Context: an optimization exercise on an open-source flow, tuned for small area and a short achievable clock period. The choices shown serve that exercise and are no tape-out recipe. Only simulation tests tie the RTL to the original design; equivalence was not proved. Power is estimated from default activity; no workload was simulated.

==> cedar <==
==> flow/design.v (excerpt) <==
module exu_top
#(
  parameter int OITF_DEPTH = 4,
  localparam int ITAG_W = (OITF_DEPTH > 1) ? $clog2(OITF_DEPTH) : 1
) (
  input  logic              clk,
  input  logic              i_rst,
  input  logic              i_valid,
  output logic                   o_ready,
  input  exu_op_pkg::exu_op_t           i_op,
  input  exu_cfg_pkg::rfidx_t            i_rs1idx,
  input  exu_cfg_pkg::rfidx_t            i_rs2idx,
  input  exu_cfg_pkg::rfidx_t            i_rdidx,
  input  exu_cfg_pkg::xlen_t             i_imm,
  output logic                   o_lsu_cmd_valid,
  input  logic              i_lsu_cmd_ready,
  output exu_cfg_pkg::xlen_t                  o_lsu_cmd_addr,
  output logic [ITAG_W-1:0]      o_lsu_cmd_itag,
  input  logic              i_lsu_valid,
  output logic                   o_lsu_ready,
  input  exu_cfg_pkg::xlen_t             i_lsu_wdat,
  input  logic [ITAG_W-1:0] i_lsu_itag,
  output logic                   o_wbck_ena,
  output exu_cfg_pkg::rfidx_t                 o_wbck_rdidx,
  output exu_cfg_pkg::xlen_t                  o_wbck_wdat,
  output logic                   o_oitf_empty,
  output logic                   o_exu_active
);
clock: 15.0 ns
lec_check: 0
cap_margin: 20
core_margin: 2
core_utilization: 40
cts_cluster_diameter: 80
cts_cluster_size: 20
setup_slack_margin: 0.05
slew_margin: 20
standard.sh (not shown) runs the stock make flow with config.mk's settings and CLKGATE_MAP_FILE= SYNTH_SCRIPT=/design/flow/synth_recipe.tcl, a recipe that flattens the netlist after the stock synthesis.
==> flow/flow/run.sh <==
#!/bin/bash
# Own flow: the standard layout (standard.sh, unchanged synthesis), with
# the input and output port buffers made of buf_2 cells instead of the delay
# cells that buffer_ports picks by default. Every port still gets a buffer.
set -euo pipefail
bash standard.sh BUFFER_PORTS_ARGS="-buffer_cell sky130_fd_sc_hd__buf_2" finish > flow_make.log 2>&1
==> pepper (differences from cedar) <==
--- a/flow/design.v
+++ b/flow/design.v
@@ -153,19 +153,19 @@
   assign use_imm = (i_op == exu_op_pkg::OP_ADDI) | is_load;
   assign is_sub  = (i_op == exu_op_pkg::OP_SUB);
   assign opb   = (use_imm ? i_imm : i_rs2) ^ {XLEN{is_sub}};
   assign sum_x = {i_rs1, 1'b1} + {opb, is_sub};
   assign sum   = sum_x[XLEN:1];
   exu_dot u_dot (.i_a (i_rs1), .i_b (i_rs2), .o_sum (dot_sum));
   always_comb begin
     case (i_op)
-      exu_op_pkg::OP_AND:  result = i_rs1 & opb;
-      exu_op_pkg::OP_OR:   result = i_rs1 | opb;
-      exu_op_pkg::OP_XOR:  result = i_rs1 ^ opb;
+      exu_op_pkg::OP_AND:  result = i_rs1 & i_rs2;
+      exu_op_pkg::OP_OR:   result = i_rs1 | i_rs2;
+      exu_op_pkg::OP_XOR:  result = i_rs1 ^ i_rs2;
       default: result = sum;
     endcase
   end
   assign o_wbck_valid   = i_valid & ~is_load & i_rdwen;
   assign o_wbck_wdat    = result;
   assign o_wbck_dot     = (i_op == exu_op_pkg::OP_DOT);
   assign o_wbck_dot_sum = dot_sum;
   assign o_wbck_rdidx   = i_rdidx;
@@ -458,18 +458,19 @@
   input  logic [ITAG_W-1:0] i_lsu_itag,
   output logic                   o_wbck_valid,
   input  logic              i_wbck_ready,
   output exu_cfg_pkg::xlen_t                  o_wbck_wdat,
   output exu_cfg_pkg::rfidx_t                 o_wbck_rdidx
 );
   logic [ITAG_W:0]         alc_ptr;
   logic [ITAG_W:0]         ret_ptr;
-  logic [OITF_DEPTH-1:0]   ent_live;
+  logic [OITF_DEPTH-1:0]   ent_vld;
   exu_cfg_pkg::rfidx_t                  ent_rdidx [OITF_DEPTH];
+  logic                    ent_rdwen [OITF_DEPTH];
   logic                    full;
   logic                    head_rdwen;
   logic                    ret_ena;
   logic                    hit_rs1;
   logic                    hit_rs2;
   logic                    hit_rd;
   logic [ITAG_W:0]         alc_ptr_inc;
   logic [ITAG_W:0]         ret_ptr_inc;
@@ -485,51 +486,52 @@
       ret_ptr_inc = {ret_ptr[ITAG_W], ret_ptr[ITAG_W-1:0] + 1'b1};
     end
   end
   assign o_oitf_empty = (alc_ptr == ret_ptr);
   assign full         = (alc_ptr[ITAG_W-1:0] == ret_ptr[ITAG_W-1:0])
                       & (alc_ptr[ITAG_W] != ret_ptr[ITAG_W]);
   assign o_dis_ready  = ~full;
   assign o_dis_itag   = alc_ptr[ITAG_W-1:0];
-  assign head_rdwen   = ent_live[ret_ptr[ITAG_W-1:0]];
+  assign head_rdwen   = ent_rdwen[ret_ptr[ITAG_W-1:0]];
   assign o_lsu_ready  = ~o_oitf_empty & (i_lsu_itag == ret_ptr[ITAG_W-1:0])
                       & (~head_rdwen | i_wbck_ready);
   assign ret_ena      = i_lsu_valid & o_lsu_ready;
   assign o_wbck_valid = i_lsu_valid & ~o_oitf_empty & head_rdwen
                       & (i_lsu_itag == ret_ptr[ITAG_W-1:0]);
   assign o_wbck_wdat  = i_lsu_wdat;
   assign o_wbck_rdidx = ent_rdidx[ret_ptr[ITAG_W-1:0]];
   always_ff @(posedge clk) begin
     if (i_rst) begin
       alc_ptr <= '0;
       ret_ptr <= '0;
-      ent_live <= '0;
+      ent_vld <= '0;
     end else begin
       if (i_dis_ena) begin
-        ent_live[alc_ptr[ITAG_W-1:0]] <= i_dis_rdwen;
+        ent_vld[alc_ptr[ITAG_W-1:0]] <= 1'b1;
         alc_ptr <= alc_ptr_inc;
       end
       if (ret_ena) begin
-        ent_live[ret_ptr[ITAG_W-1:0]] <= 1'b0;
+        ent_vld[ret_ptr[ITAG_W-1:0]] <= 1'b0;
         ret_ptr <= ret_ptr_inc;
       end
     end
   end
   always_ff @(posedge clk) begin
     if (i_dis_ena) begin
       ent_rdidx[alc_ptr[ITAG_W-1:0]] <= i_dis_rdidx;
+      ent_rdwen[alc_ptr[ITAG_W-1:0]] <= i_dis_rdwen;
     end
   end
   always_comb begin
     hit_rs1 = 1'b0;
     hit_rs2 = 1'b0;
     hit_rd  = 1'b0;
     for (int i = 0; i < OITF_DEPTH; i++) begin
-      if (ent_live[i]) begin
+      if (ent_vld[i] && ent_rdwen[i]) begin
         hit_rs1 = hit_rs1 | (ent_rdidx[i] == i_rs1idx);
         hit_rs2 = hit_rs2 | (ent_rdidx[i] == i_rs2idx);
         hit_rd  = hit_rd  | (ent_rdidx[i] == i_rdidx);
       end
     end
   end
   assign o_match_rs1 = hit_rs1 & i_rs1en;
   assign o_match_rs2 = hit_rs2 & i_rs2en;
==> flow/config.mk (replaced) <==
export PLATFORM = sky130hd
export DESIGN_NAME = exu_top
export DESIGN_NICKNAME = exu_top
export VERILOG_FILES = /design/flow/design.v
export SDC_FILE = /design/flow/constraint.sdc
export NUM_CORES = 4
export LEC_CHECK = 0
export CAP_MARGIN = 20
export CORE_MARGIN = 2
export CORE_UTILIZATION = 40
export CTS_CLUSTER_DIAMETER = 100
export CTS_CLUSTER_SIZE = 30
export SLEW_MARGIN = 20
==> willow (differences from cedar) <==
--- a/flow/design.v
+++ b/flow/design.v
@@ -153,19 +153,19 @@
   assign use_imm = (i_op == exu_op_pkg::OP_ADDI) | is_load;
   assign is_sub  = (i_op == exu_op_pkg::OP_SUB);
   assign opb   = (use_imm ? i_imm : i_rs2) ^ {XLEN{is_sub}};
   assign sum_x = {i_rs1, 1'b1} + {opb, is_sub};
   assign sum   = sum_x[XLEN:1];
   exu_dot u_dot (.i_a (i_rs1), .i_b (i_rs2), .o_sum (dot_sum));
   always_comb begin
     case (i_op)
-      exu_op_pkg::OP_AND:  result = i_rs1 & opb;
-      exu_op_pkg::OP_OR:   result = i_rs1 | opb;
-      exu_op_pkg::OP_XOR:  result = i_rs1 ^ opb;
+      exu_op_pkg::OP_AND:  result = i_rs1 & i_rs2;
+      exu_op_pkg::OP_OR:   result = i_rs1 | i_rs2;
+      exu_op_pkg::OP_XOR:  result = i_rs1 ^ i_rs2;
       default: result = sum;
     endcase
   end
   assign o_wbck_valid   = i_valid & ~is_load & i_rdwen;
   assign o_wbck_wdat    = result;
   assign o_wbck_dot     = (i_op == exu_op_pkg::OP_DOT);
   assign o_wbck_dot_sum = dot_sum;
   assign o_wbck_rdidx   = i_rdidx;
@@ -458,18 +458,19 @@
   input  logic [ITAG_W-1:0] i_lsu_itag,
   output logic                   o_wbck_valid,
   input  logic              i_wbck_ready,
   output exu_cfg_pkg::xlen_t                  o_wbck_wdat,
   output exu_cfg_pkg::rfidx_t                 o_wbck_rdidx
 );
   logic [ITAG_W:0]         alc_ptr;
   logic [ITAG_W:0]         ret_ptr;
-  logic [OITF_DEPTH-1:0]   ent_live;
+  logic [OITF_DEPTH-1:0]   ent_vld;
   exu_cfg_pkg::rfidx_t                  ent_rdidx [OITF_DEPTH];
+  logic                    ent_rdwen [OITF_DEPTH];
   logic                    full;
   logic                    head_rdwen;
   logic                    ret_ena;
   logic                    hit_rs1;
   logic                    hit_rs2;
   logic                    hit_rd;
   logic [ITAG_W:0]         alc_ptr_inc;
   logic [ITAG_W:0]         ret_ptr_inc;
@@ -485,51 +486,52 @@
       ret_ptr_inc = {ret_ptr[ITAG_W], ret_ptr[ITAG_W-1:0] + 1'b1};
     end
   end
   assign o_oitf_empty = (alc_ptr == ret_ptr);
   assign full         = (alc_ptr[ITAG_W-1:0] == ret_ptr[ITAG_W-1:0])
                       & (alc_ptr[ITAG_W] != ret_ptr[ITAG_W]);
   assign o_dis_ready  = ~full;
   assign o_dis_itag   = alc_ptr[ITAG_W-1:0];
-  assign head_rdwen   = ent_live[ret_ptr[ITAG_W-1:0]];
+  assign head_rdwen   = ent_rdwen[ret_ptr[ITAG_W-1:0]];
   assign o_lsu_ready  = ~o_oitf_empty & (i_lsu_itag == ret_ptr[ITAG_W-1:0])
                       & (~head_rdwen | i_wbck_ready);
   assign ret_ena      = i_lsu_valid & o_lsu_ready;
   assign o_wbck_valid = i_lsu_valid & ~o_oitf_empty & head_rdwen
                       & (i_lsu_itag == ret_ptr[ITAG_W-1:0]);
   assign o_wbck_wdat  = i_lsu_wdat;
   assign o_wbck_rdidx = ent_rdidx[ret_ptr[ITAG_W-1:0]];
   always_ff @(posedge clk) begin
     if (i_rst) begin
       alc_ptr <= '0;
       ret_ptr <= '0;
-      ent_live <= '0;
+      ent_vld <= '0;
     end else begin
       if (i_dis_ena) begin
-        ent_live[alc_ptr[ITAG_W-1:0]] <= i_dis_rdwen;
+        ent_vld[alc_ptr[ITAG_W-1:0]] <= 1'b1;
         alc_ptr <= alc_ptr_inc;
       end
       if (ret_ena) begin
-        ent_live[ret_ptr[ITAG_W-1:0]] <= 1'b0;
+        ent_vld[ret_ptr[ITAG_W-1:0]] <= 1'b0;
         ret_ptr <= ret_ptr_inc;
       end
     end
   end
   always_ff @(posedge clk) begin
     if (i_dis_ena) begin
       ent_rdidx[alc_ptr[ITAG_W-1:0]] <= i_dis_rdidx;
+      ent_rdwen[alc_ptr[ITAG_W-1:0]] <= i_dis_rdwen;
     end
   end
   always_comb begin
     hit_rs1 = 1'b0;
     hit_rs2 = 1'b0;
     hit_rd  = 1'b0;
     for (int i = 0; i < OITF_DEPTH; i++) begin
-      if (ent_live[i]) begin
+      if (ent_vld[i] && ent_rdwen[i]) begin
         hit_rs1 = hit_rs1 | (ent_rdidx[i] == i_rs1idx);
         hit_rs2 = hit_rs2 | (ent_rdidx[i] == i_rs2idx);
         hit_rd  = hit_rd  | (ent_rdidx[i] == i_rdidx);
       end
     end
   end
   assign o_match_rs1 = hit_rs1 & i_rs1en;
   assign o_match_rs2 = hit_rs2 & i_rs2en;
==> flow/run.sh (new file) <==
#!/bin/bash
# synth_recipe.tcl (not shown) runs the flow's synth.tcl, then flattens the netlist and writes it again
# the make line also repeats each setting of config.mk as NAME=value (left out here)
make -C /OpenROAD-flow-scripts/flow DESIGN_CONFIG=/design/flow/config.mk WORK_HOME=/design/flow/orfs CLKGATE_MAP_FILE= SYNTH_SCRIPT=/design/flow/synth_recipe.tcl finish
==> flow/config.mk (replaced) <==
export PLATFORM = sky130hd
export DESIGN_NAME = exu_top
export DESIGN_NICKNAME = exu_top
export VERILOG_FILES = /design/flow/design.v
export SDC_FILE = /design/flow/constraint.sdc
export NUM_CORES = 4
export LEC_CHECK = 0
export CAP_MARGIN = 20
export CORE_MARGIN = 2
export CORE_UTILIZATION = 40
export SLEW_MARGIN = 20
removed: flow/flow/run.sh
removed: flow/standard.sh
==> qor summary <==
Result of the run: cedar timing/DRC/antenna clean; pepper timing/DRC/antenna clean; willow timing/DRC/antenna clean
Via count of the first global-routing pass: cedar 47840; pepper 48040; willow 50940
Clock power share: cedar 33.6%; pepper 30.0%; willow 43.9%
Leak pwr: cedar 24.99 nW; pepper 24.92 nW; willow 27.95 nW
Initial detailed-routing violation count: cedar 11190; pepper 11250; willow 10690
Number of tapcells: cedar 1876; pepper 1890; willow 1890
Sequential standard cell area: cedar 31270 sq um; pepper 31390 sq um; willow 31390 sq um
Core occupancy in the finished layout: cedar 47.92%; pepper 48.00%; willow 52.77%
Starting Density: cedar 40.40%; pepper 40.35%; willow 40.35%
Number of clock buffer instances in the layout: cedar 75; pepper 47; willow 129
Maximum fanout encountered on the critical timing path: cedar 16; pepper 16; willow 5
DIE AREA: cedar 144100 sq um; pepper 145900 sq um; willow 145900 sq um
Clock-cell share of area: cedar 2.934%; pepper 2.040%; willow 5.203%
Register-to-register path setup slack: cedar 5.91 ns; pepper 5.91 ns; willow 5.85 ns
Met3 WL: cedar 45.57 mm; pepper 48.01 mm; willow 48.40 mm
Die Height: cedar 379.6 microns; pepper 381.9 microns; willow 381.9 microns
Met2 Resource Use GR: cedar 62.21%; pepper 59.61%; willow 62.83%
Worst stage delay on the critical path: cedar 0.56 ns; pepper 0.55 ns; willow 0.55 ns
Fraction of met1 tracks used by global routing: cedar 51.63%; pepper 50.17%; willow 53.67%
Placeable Area: cedar 139700 sq um; pepper 141600 sq um; willow 141600 sq um
Worst Hold Path EP: cedar u_longp.alc_ptr[2]; pepper u_regfile.rvld[3]; willow u_longp.ent_vld[3]
Summed area of non-filler cells in the final layout: cedar 66950 sq um; pepper 67960 sq um; willow 74710 sq um
Power per Cell Area: cedar 85.39 nW/um^2; pepper 78.32 nW/um^2; willow 90.19 nW/um^2
Unrepaired setup endpoints after global routing: cedar false; pepper -; willow true
Worst supply voltage drop on vdd: cedar 0.1088 mV; pepper 0.08696 mV; willow 0.1043 mV
WL final: cedar 313.7 mm; pepper 306.9 mm; willow 324.4 mm
Mean area per synthesized cell: cedar 12.46 sq um; pepper 12.55 sq um; willow 12.55 sq um

[port drivers added, routing unchanged]
Ports are ideal in the flow. The routed layouts listed here were re-timed in OpenROAD. Step 1: set_driving_cell puts a clkbuf_16 on clk and a buf_2 on each other input, an assumption about the parent block. Step 2 also shifts input and output timing later by t, the mid clock arrival at the registers, as if the neighbouring blocks saw the same clock. a / b / c = ideal ports / drivers / drivers and shift; a / b = the first two.
run | shift t [ns] | setup slack, ns | latest minus earliest clock arrival (ns) | slew at the worst register clock pin (ns)
cedar | 0.767 | 0.237 / 0.214 / 0.214 | 0.039 / 0.040 | 0.09 / 0.09
pepper | 0.768 | 0.174 / 0.152 / 0.152 | 0.052 / 0.051 | 0.12 / 0.12
willow | 0.828 | 0.194 / 0.173 / 0.173 | 0.055 / 0.055 | 0.07 / 0.07
After both steps setup and hold are still met in every run listed. For cedar, which loses most, drivers alone change the setup slack by -0.023 ns; drivers and shift together by -0.023 ns.
